This is an optimization exercise on Yosys and OpenROAD, whose aim is small area, a short achievable clock period and few clock cycles per item, not a production implementation. At most, simulation tests tie the RTL to the original design; equivalence was not proved. Power and IR drop assume default switching activity.

Setup of harbor:
// input_event_state_tracker
module input_event_state_tracker #(
  parameter int KEY_COUNT    = 256,
  parameter int BUTTON_COUNT = 8
) (
  input  logic                            clk,
  input  logic                            rst,
  input  logic                            cfg_we,
  input  logic [iest_pkg::CFG_IDX_W-1:0]  cfg_index,
  input  logic [iest_pkg::CFG_DATA_W-1:0] cfg_data,
  input  logic                            evt_in_valid,
  output logic                            evt_in_ready,
  input  logic [1:0]                      evt_in_device,
  input  logic [2:0]                      evt_in_kind,
  input  logic [7:0]                      evt_in_key_code,
  input  logic [2:0]                      evt_in_button_index,
  input  logic signed [15:0]              evt_in_pos_x,
  input  logic signed [15:0]              evt_in_pos_y,
  output logic                            evt_out_valid,
  input  logic                            evt_out_ready,
  output logic                            evt_out_synthetic,
  output logic [1:0]                      evt_out_device,
  output logic [2:0]                      evt_out_kind,
  output logic [7:0]                      evt_out_key,
  output logic [2:0]                      evt_out_button,
  output logic signed [15:0]              evt_out_cursor_x,
  output logic signed [15:0]              evt_out_cursor_y,
  output logic                            evt_out_last
);
  localparam int NM = iest_pkg::MOD_SLOTS;
  logic [iest_pkg::SIDE_W-1:0] side_codes;
  logic [iest_pkg::VIRT_W-1:0] virt_codes;
  logic [7:0]                  mod_code [NM];
  logic [255:0]   key_map;
  logic [7:0]     btn_map;
  logic [NM-1:0]  mod_dn;
  logic [2:0]     dirty;
  logic           rdy_q;
  logic           rl_busy;
  logic [3:0]     rl_cnt;
  logic           take;
  logic           s0_v;
  logic           s0_rl;
  logic [3:0]     s0_rli;
  logic [1:0]     s0_dev;
  logic [2:0]     s0_kind;
  logic [7:0]     s0_key;
  logic [2:0]     s0_btn;
  logic           s0_bit;
  logic [NM-1:0]  s0_match;
  logic           s1_v;
  logic           s1_rl;
  logic [3:0]     s1_rli;
  logic [1:0]     s1_dev;
  logic [2:0]     s1_kind;
  logic [7:0]     s1_key;
  logic [2:0]     s1_btn;
  ...
clock: 8.0 ns
lec_check: 0
abc_clock_period_in_ps: 2500
cap_margin: 20
core_margin: 2
core_utilization: 40
place_density: 0.6
setup_slack_margin: 5
slew_margin: 20
run.sh (not shown) runs the stock make flow with config.mk's settings and CLKGATE_MAP_FILE= SYNTH_SCRIPT=/design/flow/synth_recipe.tcl, a recipe that flattens the netlist after the stock synthesis.
harbor ended with every stage complete and zero timing, DRC or antenna violations.
Changes in maple relative to harbor:
--- a/flow/design.v
+++ b/flow/design.v
@@ -24,14 +24,15 @@
 module iest_out_fifo (
   input  logic                         clk,
   input  logic                         rst,
   input  logic                         cq_push,
   input  logic [15:0]                  cq_x,
   input  logic [15:0]                  cq_y,
   output logic                         cq_room,
+  input  logic                         slot_v,
   input  logic                         push,
   input  logic [iest_pkg::ENT_W-1:0]   ent,
   input  logic [2:0]                   inflight,
   output logic                         q_room,
   input  logic [iest_pkg::VIRT_W-1:0]  virt_codes,
   input  logic                         hold_last,
   output logic                         evt_out_valid,
@@ -106,15 +107,15 @@
   assign r_m1  = base <= 4'(D + 1);
   assign r_0   = base <= 4'(D);
   assign r_p1  = base <= 4'(D - 1);
   assign q_room = wr ? (pop ? r_0 : r_p1) : (pop ? r_m1 : r_0);
   assign cbase   = 3'(cq_cnt) + 3'(cq_push);
   assign cq_room = cq_pop ? (cbase <= 3'(DC)) : (cbase < 3'(DC));
   always_ff @(posedge clk) begin
-    if (wr) q[wr_ptr] <= ent;
+    if (slot_v) q[wr_ptr] <= ent;
     if (cq_push) cq[cq_wr] <= {cq_x, cq_y};
   end
   always_ff @(posedge clk) begin
     if (rst) begin
       wr_ptr        <= '0;
       rd_ptr        <= '0;
       count         <= '0;
@@ -332,15 +333,15 @@
   assign btn_cur  = btn_map[s1_btn];
   assign drop     = (s1_pk && key_cur == down) || (s1_pm && btn_cur == down);
   assign key_wr   = s1_v && s1_pk && key_cur != down;
   assign btn_wr   = s1_v && s1_pm && btn_cur != down;
   assign slot_hit = s1_sel != '0;
   assign slot     = s1_sel[1] ? 2'd1 : (s1_sel[2] ? 2'd2 : 2'd0);
   always_comb begin
-    for (int j = 0; j < NM; j++) mod_upd[j] = (key_wr && s1_match[j]) ? down : mod_dn[j];
+    for (int j = 0; j < NM; j++) mod_upd[j] = s1_match[j] ? down : mod_dn[j];
   end
   always_comb begin
     mod_now    = 1'b0;
     mod_before = 1'b0;
     vhit       = '0;
     for (int i = 0; i < 3; i++) begin
       if (s1_sel[i]) begin
@@ -348,15 +349,17 @@
         mod_before = mod_upd[iest_pkg::MOD_SIDE+i];
         vhit       = vmask[i];
       end
     end
   end
   assign syn = key_wr && slot_hit && (mod_now != mod_before);
   always_comb begin
-    for (int j = 0; j < NM; j++) mod_next[j] = (syn && vhit[j]) ? mod_now : mod_upd[j];
+    for (int j = 0; j < NM; j++) begin
+      mod_next[j] = (syn && vhit[j]) ? mod_now : ((key_wr && s1_match[j]) ? down : mod_dn[j]);
+    end
   end
   assign wb      = !key_wr && (dirty != '0);
   assign wb_slot = dirty[0] ? 2'd0 : (dirty[1] ? 2'd1 : 2'd2);
   assign push = s1_v && !drop;
   assign code = is_kbd ? s1_key : (is_mouse ? {5'd0, s1_btn} : 8'd0);
   always_ff @(posedge clk) begin
     if (rst) begin
@@ -419,14 +422,15 @@
   iest_out_fifo u_out_fifo (
     .clk           (clk),
     .rst           (rst),
     .cq_push       (cq_push),
     .cq_x          (evt_in_pos_x),
     .cq_y          (evt_in_pos_y),
     .cq_room       (cq_room),
+    .slot_v        (s1_v),
     .push          (push),
     .ent           ({s1_dev, s1_kind, code, syn, mod_now, slot}),
     .inflight      (3'(s0_v) + 3'(take) + 3'd1),
     .q_room        (q_room),
     .virt_codes    (virt_codes),
     .hold_last     (dirty != '0),
     .evt_out_valid (evt_out_valid),
==> notes.md <==
- Sort maple and harbor by wire length of the first global-routing pass, ascending, and maple comes first.
- Final worst-path setup slack: maple vs harbor up 0.011 ns
- The core of maple is less densely filled than that of harbor.
- When maple is measured against harbor, its logic depth of the worst register-to-register path turns out 3 higher.
- Delta (maple minus harbor): initial antenna violation count now smaller, violation count after the first detailed-routing iteration now larger.
- maple vs. harbor: count of inverters not on the clock network in the layout went down by 3.
- Between maple and harbor, the difference in initial standard-cell utilization of the core is negligible.
- From harbor to maple the numbers moved as follows: area after synthesis stayed essentially flat; total CTS buffers fell by 2; critical path depth +9; leakage power of the design now smaller; final area dropped about 1.1%.
- Between maple and harbor, the final critical-path share of the clock period does not differ in any meaningful way.
Testbench counts of maple, summed over its fixed seeds: cycles 24,348, items 24,000.
The RTL of harbor was laid out without a check of its function.

## afterwards: timing with drivers on the ports
Ports are ideal in the flow. The routed layouts listed here were re-timed in OpenROAD. Step 1 (the two cells are an assumption about what drives the block):
set clk [get_ports {clk}]
set_driving_cell -lib_cell sky130_fd_sc_hd__clkbuf_16 $clk
set_driving_cell -lib_cell sky130_fd_sc_hd__buf_2 [delete_from_list [all_inputs] $clk]
Step 2 moves the port delays by t, midway between the first and last clock arrival at a register: inputs arrive t later, outputs are due t later. That takes back most of the time a late clock gives input paths. a / b / c = no drivers / after step 1 / after step 2; a / b = the first two.
| run | t, ns | setup WS [ns] | latest minus earliest clock arrival (ns) | worst data-port slew with drivers (ns) | pins driven straight from the clock port |
|---|---|---|---|---|---|
| harbor | 0.686 | 5.043 / 4.979 / 4.412 | 0.044 / 0.043 | 0.11 | 1 |
| maple | 0.679 | 5.055 / 5.046 / 4.422 | 0.029 / 0.029 | 0.07 | 1 |
After both steps setup and hold are still met in every run listed. For maple, which loses most, drivers alone change the setup slack by -0.009 ns; drivers and shift together by -0.633 ns.
